Background: an optimization exercise with open tools, aiming at small area and a short achievable clock period. Do not read the settings as production practice.
Function was checked by simulation only, so behaviour that the tests miss may differ from the original.
Power is estimated from default activity; no workload was simulated.

## run 1
==> flow/design.v (excerpt) <==
module psum_buffer_top (
  input  logic        CLK,
  input  logic        RESETN,
  input  psum_buf_pkg::acc_params_t acc_params,
  input  psum_buf_pkg::psum_word_t  output_base_addr,
  input  psum_buf_pkg::psum_word_t  mem_ctrl,
  input  logic        act_valid,
  input  psum_buf_pkg::psum_word_t  m_axi_rdata,
  input  logic        m_axi_rvalid_rready,
  input  logic        txn_done,
  input  logic        axi_error,
  output psum_buf_pkg::psum_word_t  pe_status,
  output psum_buf_pkg::psum_word_t  in_psum_out,
  output logic        in_psum_valid,
  output psum_buf_pkg::psum_word_t  m_ar_addr,
  output logic        init_axi_rd_txn
);
  localparam int MEM_BUFFER_PSUMS = 6;
  localparam int MEM_CLEAR_PSUMS  = 7;
  localparam int ST_PSUMS_BUFFERED = 0;
  localparam int ST_FEED_DONE      = 1;
  localparam int ST_PSUM_ERROR     = 16;
  logic       rst_n;
  logic       buffer_req;
  logic       clear_req;
  logic       psums_buffered;
  logic       buffer_error;
  logic       feed_done;
  logic       fifo_pop;
  logic       fifo_empty;
  psum_buf_pkg::psum_word_t fifo_pop_data;
  logic       fill_wr_en;
  psum_buf_pkg::psum_word_t fill_wr_data;
  logic       fill_clear;
  logic       fill_full;
  assign rst_n      = RESETN & ~acc_params.soft_reset;
  assign buffer_req = mem_ctrl[MEM_BUFFER_PSUMS];
  assign clear_req  = mem_ctrl[MEM_CLEAR_PSUMS];
  always_comb begin
    pe_status                    = '0;
    pe_status[ST_PSUMS_BUFFERED] = psums_buffered;
    pe_status[ST_FEED_DONE]      = feed_done;
    pe_status[ST_PSUM_ERROR]     = buffer_error;
  end
  burst_reader u_burst_reader (
    .CLK                 (CLK),
    .rst_n               (rst_n),
  ...
For scale: roughly 2,200 flip-flops, roughly 79,000 µm² of cells after synthesis.
export LEC_CHECK = 0
export CAP_MARGIN = 20
export CORE_MARGIN = 2
export CORE_UTILIZATION = 60
export CTS_CLUSTER_DIAMETER = 100
export CTS_CLUSTER_SIZE = 25
export PLACE_DENSITY = 0.7
export SETUP_SLACK_MARGIN = 2.4
export SLEW_MARGIN = 20
create_clock -name core_clock -period 4.5 [get_ports {CLK}]
standard.sh (not shown) runs the stock make flow with config.mk's settings and CLKGATE_MAP_FILE= SYNTH_SCRIPT=/design/flow/synth_recipe.tcl, a recipe that flattens the netlist after the stock synthesis.
==> flow/flow/run.sh <==
#!/bin/bash
set -euo pipefail
bash standard.sh "BUFFER_PORTS_ARGS=-buffer_cell sky130_fd_sc_hd__buf_4" finish > flow_make.log 2>&1
What run 2 does differently from run 1 at the input level:
- SETUP_SLACK_MARGIN changed from 2.4 to 2.5
- PLACE_DENSITY removed (was 0.7)
Notes after the runs:
- Average via count per standard cell in run 2 vs run 1: up 2.5%
- As far as fraction of standard cell area in multi-input logic is concerned, run 1 and run 2 perform about the same.
- When the final numbers for run 2 and run 1 were put side by side, the largest net degree at the start of global routing turned out to be smaller in run 1.
- Worst slew slack as a fraction of its limit: lower on run 2
- Against run 1, run 2 reports a minimum clock period after layout that is lower.
- Measured against each other, run 2 and run 1 differ in clock group share of total power, the lower figure coming from run 1.
- Run 2 gives more total inserted antenna cells than run 1 did.
- Run 1 has a lower count of buffers not belonging to the clock network in the layout than run 2.
- | power | run 2 vs run 1 | about 0.8% higher |
--- input diff run 2..run 3 ---
- SETUP_SLACK_MARGIN: 2.5 -> 2.4
Findings:
- Run 3: all stages complete, timing, DRC and antenna checks passed
- Measured against each other, run 3 and run 2 differ in total met3 wirelength after detailed routing, the higher figure coming from run 2.
- Transition at the pin with the smallest max-transition slack on run 3 is down relative to run 2.
- The cell with the largest stage delay on the worst path comes out sky130_fd_sc_hd__dfxtp_4 in one run and sky130_fd_sc_hd__dfxtp_2 in the other, namely in run 3 and run 2 respectively.
- Summary of run 3 over run 2: register-to-register slack rose 0.10 ns; power per cell area grew by 6.0%; core utilization went down 4.3 points.
- Compared with run 2, run 3 shows a lower routed wire length.
- Changes observed in run 3 relative to run 2: post-layout instance area -about 6%; combinational power shrank by 5.6%.
For run 4, these inputs were changed with respect to run 3:
- TNS_END_PERCENT newly set to 0
- SETUP_SLACK_MARGIN changed from 2.4 to 2.5
==> comparison <==
Run 4 | stages: all done | timing, DRC, antenna: all pass
Run 3 closes out successfully: all stages finished, all timing, DRC and antenna checks passed.
Re worst reg-to-reg path cell count: run 4 is 2 up on run 3.
Looking only at met2 capacity usage during global routing, and setting everything else aside, the lower value of run 4 and run 3 goes to run 4.
In run 4, aggregate routed wire length is lower than in run 3.
Looking at layout overhead on the synthesized area, run 4 sits 1.9 points below run 3.
### run 4 -> run 5
- TNS_END_PERCENT: 0 -> unset
- SETUP_SLACK_MARGIN: 2.5 -> 2.4
==> flow/run.sh (new file) <==
#!/bin/bash
# synth_recipe.tcl (not shown) runs the flow's synth.tcl, then flattens the netlist and writes it again
# the make line also repeats each setting of config.mk as NAME=value (left out here)
make -C /OpenROAD-flow-scripts/flow DESIGN_CONFIG=/design/flow/config.mk WORK_HOME=/design/flow/orfs CLKGATE_MAP_FILE= SYNTH_SCRIPT=/design/flow/synth_recipe.tcl finish
removed: flow/flow/run.sh
removed: flow/standard.sh
==> comparison <==
Against run 4, run 5 comes in 0.32 ns lower on data arrival time at the worst-slack endpoint. Per the comparison of run 5 with run 4, cell total after placement went down, sequential standard cell area did not really move. Setup slack of the critical path after layout in run 5 vs run 4: up 0.33 ns. Diff run 4 -> run 5 | antenna cell count | increase of 8. Final cell area excluding filler cells went up by a few percent going from run 4 to run 5. When the final numbers for run 5 and run 4 were put side by side, the global-route wire length before repair turned out to be greater in run 5. For the count of clock-buffer cells in the layout, run 5 came in 3 higher than run 4 did. The total power of run 5 exceeds that of run 4 by about 0.36%. Clock network power share for run 5 is higher than for run 4. Relative to run 4, fmax has increased by about 14% in run 5.
Here is what was changed in the inputs of run 6 compared with run 5.
- SETUP_SLACK_MARGIN now 2.0, was 2.4
- ABC_CLOCK_PERIOD_IN_PS now 1500, previously not set
==> flow/flow/run.sh (new file) <==
#!/bin/bash
set -euo pipefail
bash standard.sh "BUFFER_PORTS_ARGS=-buffer_cell sky130_fd_sc_hd__buf_4" finish > flow_make.log 2>&1
==> flow/standard.sh (new file) <==
#!/bin/bash
# synth_recipe.tcl (not shown) runs the flow's synth.tcl, then flattens the netlist and writes it again
# the make line also repeats each setting of config.mk as NAME=value (left out here)
make -C /OpenROAD-flow-scripts/flow DESIGN_CONFIG=/design/flow/config.mk WORK_HOME=/design/flow/orfs CLKGATE_MAP_FILE= SYNTH_SCRIPT=/design/flow/synth_recipe.tcl "${@:-finish}"
removed: flow/run.sh
## What came out
Measured against run 5, the global placer's final weighted congestion of run 6 comes out at 1.08 times the reference value. Between run 5 and run 6, the met1 routing resource usage after global routing is higher for run 5. Of the two values seen for critical path capture point, u_psum_feeder.in_psum_out[1] was produced by run 5 and u_psum_fifo.mem[1505] by run 6. For run 6, the class of the most critical hold timing path was in2reg, unlike run 5, where it was reg2reg. Summary of run 6 over run 5: number of post-CTS setup repair buffers went down 220; relative max-transition margin increased by 4.9 points relative to the old numbers; worst-case setup margin in the final layout lost 0.31 ns; average wire per cell in the routed design has decreased. Comparing the two runs side by side, run 6 comes out ahead of run 5 on design area.

---

Setup of job 101:
Starting RTL as in the previous note.
Settings: LEC_CHECK=0, CAP_MARGIN=20, CORE_MARGIN=2, CORE_UTILIZATION=60, CTS_CLUSTER_DIAMETER=100, CTS_CLUSTER_SIZE=25, SETUP_SLACK_MARGIN=2.0, SLEW_MARGIN=20; clock period 4.5 ns.
==> flow/flow/run.sh <==
#!/bin/bash
set -euo pipefail
bash standard.sh "BUFFER_PORTS_ARGS=-buffer_cell sky130_fd_sc_hd__buf_4" finish > flow_make.log 2>&1
[inputs] job 102 vs job 101
- CTS_CLUSTER_SIZE removed (was 25)
- CTS_CLUSTER_DIAMETER removed (was 100)
==> flow/run.sh (new file) <==
#!/bin/bash
# synth_recipe.tcl (not shown) runs the flow's synth.tcl, then flattens the netlist and writes it again
# the make line also repeats each setting of config.mk as NAME=value (left out here)
make -C /OpenROAD-flow-scripts/flow DESIGN_CONFIG=/design/flow/config.mk WORK_HOME=/design/flow/orfs CLKGATE_MAP_FILE= SYNTH_SCRIPT=/design/flow/synth_recipe.tcl finish
removed: flow/flow/run.sh
removed: flow/standard.sh
Findings:
- Taking job 101 as the reference point, the wire length of job 102 rises by about 8%.
- Compared with job 101, job 102 shows pin count of the biggest net entering global routing lower by about 28%.
- Between job 101 and job 102, non-filler instance count after layout is lower for job 101, job 102 comes in above that.
- Ratio of cells with drive above 1 in the final layout in job 102 vs job 101: up 3.4 points
- When job 102 is measured against job 101, its total global-route track usage turns out 2.4 points higher.
- Multi-input gate count essentially unchanged between job 102 and job 101.
- Delta(static leakage, job 102 - job 101) > 0
- The cell-internal power in job 102 sits 20% above the value recorded for job 101.
### job 102 -> job 103
- swapping 60 for 70 in CORE_UTILIZATION
- putting CTS_CLUSTER_SIZE at 25 where nothing was set
- putting PLACE_DENSITY at 0.78 where nothing was set
- putting CTS_CLUSTER_DIAMETER at 100 where nothing was set
==> flow/flow/run.sh (new file) <==
#!/bin/bash
set -euo pipefail
bash standard.sh "BUFFER_PORTS_ARGS=-buffer_cell sky130_fd_sc_hd__buf_4" finish > flow_make.log 2>&1
==> flow/standard.sh (new file) <==
#!/bin/bash
# synth_recipe.tcl (not shown) runs the flow's synth.tcl, then flattens the netlist and writes it again
# the make line also repeats each setting of config.mk as NAME=value (left out here)
make -C /OpenROAD-flow-scripts/flow DESIGN_CONFIG=/design/flow/config.mk WORK_HOME=/design/flow/orfs CLKGATE_MAP_FILE= SYNTH_SCRIPT=/design/flow/synth_recipe.tcl "${@:-finish}"
removed: flow/run.sh
==> comparison <==
- H-tree depth, job 102 and job 103, lower one = job 103.
- [compare] base=job 102 new=job 103: area of the core region shows a reduction of 19000 um^2, smallest setup slack after layout shrank by 0.061 ns, horizontal extent of the die has decreased, power dissipated in combinational cells decreased 7.4%, worst max-slew margin expressed relative to the limit up 2.3 points.
- The number of iterations in the first detailed-routing pass number comes out lower for job 102 vs job 103.
For job 104, these inputs were changed with respect to job 103:
- swapping 70 for 55 in CORE_UTILIZATION
- clearing PLACE_DENSITY, which used to be 0.78
- swapping 2.0 for 2.4 in SETUP_SLACK_MARGIN
## What came out
Job 104 has total iterations of the first detailed-routing run below what job 103 had.
In job 104 the number of buffers and inverters on the critical path turned out 1 lower than in job 103.
Clock network power share: job 104 vs job 103 up 0.5 points
Going from job 103 to job 104, the minimum setup slack in the final design was found to have gone up by 0.32 ns.
Job 104 ended up with a lower overall global routing resource usage than job 103 did.
Compared with job 103, job 104 shows a higher non-clock buffer count.
Compared with job 103, job 104 shows a lower time the final worst path needs with I/O delays and setup.
In job 104, relative area change from synthesis to final layout is higher than in job 103.
Setup changes, job 104 to job 105
- TNS_END_PERCENT now 50, previously not set
- CORE_UTILIZATION now 60, was 55
Findings:
Every stage of the flow completed for job 105, and the final layout passed the timing, design-rule and antenna checks.
The lower fill cell total of the finished layout came out of job 105.
Compared to job 104, job 105 has worst setup slack 0.014 ns higher.
Job 105 reports its cell type of the slowest stage on the worst timing path as sky130_fd_sc_hd__dfxtp_1 while job 104 reports sky130_fd_sc_hd__and3_4.
Looking at worst hold slack across both flows, job 105 is the stronger of the two, with job 104 trailing.
Diff job 104 -> job 105 | routability congestion estimate from global placement | increase of about 0.44%
Delta (job 105 minus job 104): slew of the pin with the lowest slew margin moved up; final design area excluding fillers neither gained nor lost much; wire length lower.
Between job 105 and job 104, the clock buffer and inverter area fraction after layout does not differ in any meaningful way.
Global-route wire length before repair in job 105 is about 1% lower than in job 104
The run showing the greater height of the chip is job 104.

## port drivers added, routing unchanged
How much do the figures lean on ideal ports? The routed layouts below were timed once more, with nothing changed but the port constraints. Step 1, drivers: a clkbuf_16 drives CLK and a buf_2 each remaining input, both assumed. Step 2 adds t to the input delays and takes it off the output delays; t is the mean of the earliest and latest rising clock arrival at the registers after step 1. Input paths then give back, and output paths get back, about the clock's delay inside the block. Three values: ideal, step 1, step 2; two values: the first two.
run | shift t [ns] | setup WS [ns] | hold WS [ns] | worst register clock-pin slew, ns | worst data-port slew with drivers (ns)
run 1 | 0.821 | 2.040 / 2.040 / 1.440 | 0.358 / 0.302 / 0.492 | 0.11 / 0.11 | 0.33
run 2 | 0.857 | 2.089 / 2.089 / 1.646 | 0.339 / 0.275 / 0.484 | 0.13 / 0.13 | 0.30
run 3 | 0.831 | 2.187 / 2.187 / 1.718 | 0.336 / 0.278 / 0.499 | 0.11 / 0.11 | 0.36
run 4 | 0.823 | 1.915 / 1.915 / 1.610 | 0.353 / 0.293 / 0.495 | 0.11 / 0.11 | 0.18
run 5 | 0.838 | 2.240 / 2.240 / 1.584 | 0.491 / 0.491 / 0.491 | 0.12 / 0.12 | 0.26
run 6 | 0.814 | 1.935 / 1.935 / 1.290 | 0.359 / 0.301 / 0.482 | 0.10 / 0.10 | 0.12
job 101 | 0.814 | 1.935 / 1.935 / 1.290 | 0.359 / 0.301 / 0.482 | 0.10 / 0.10 | 0.12
job 102 | 0.895 | 1.861 / 1.861 / 1.096 | 0.309 / 0.294 / 0.469 | 0.07 / 0.07 | 0.10
job 103 | 0.811 | 1.800 / 1.800 / 1.366 | 0.352 / 0.294 / 0.482 | 0.11 / 0.11 | 0.12
job 104 | 0.833 | 2.115 / 2.115 / 1.582 | 0.330 / 0.292 / 0.495 | 0.11 / 0.11 | 0.29
job 105 | 0.831 | 2.129 / 2.129 / 1.643 | 0.333 / 0.279 / 0.481 | 0.11 / 0.11 | 0.33
After both steps every run listed still meets setup and hold. For job 102, which loses most, drivers alone change the setup slack by 0.000 ns; drivers and shift together by -0.765 ns.
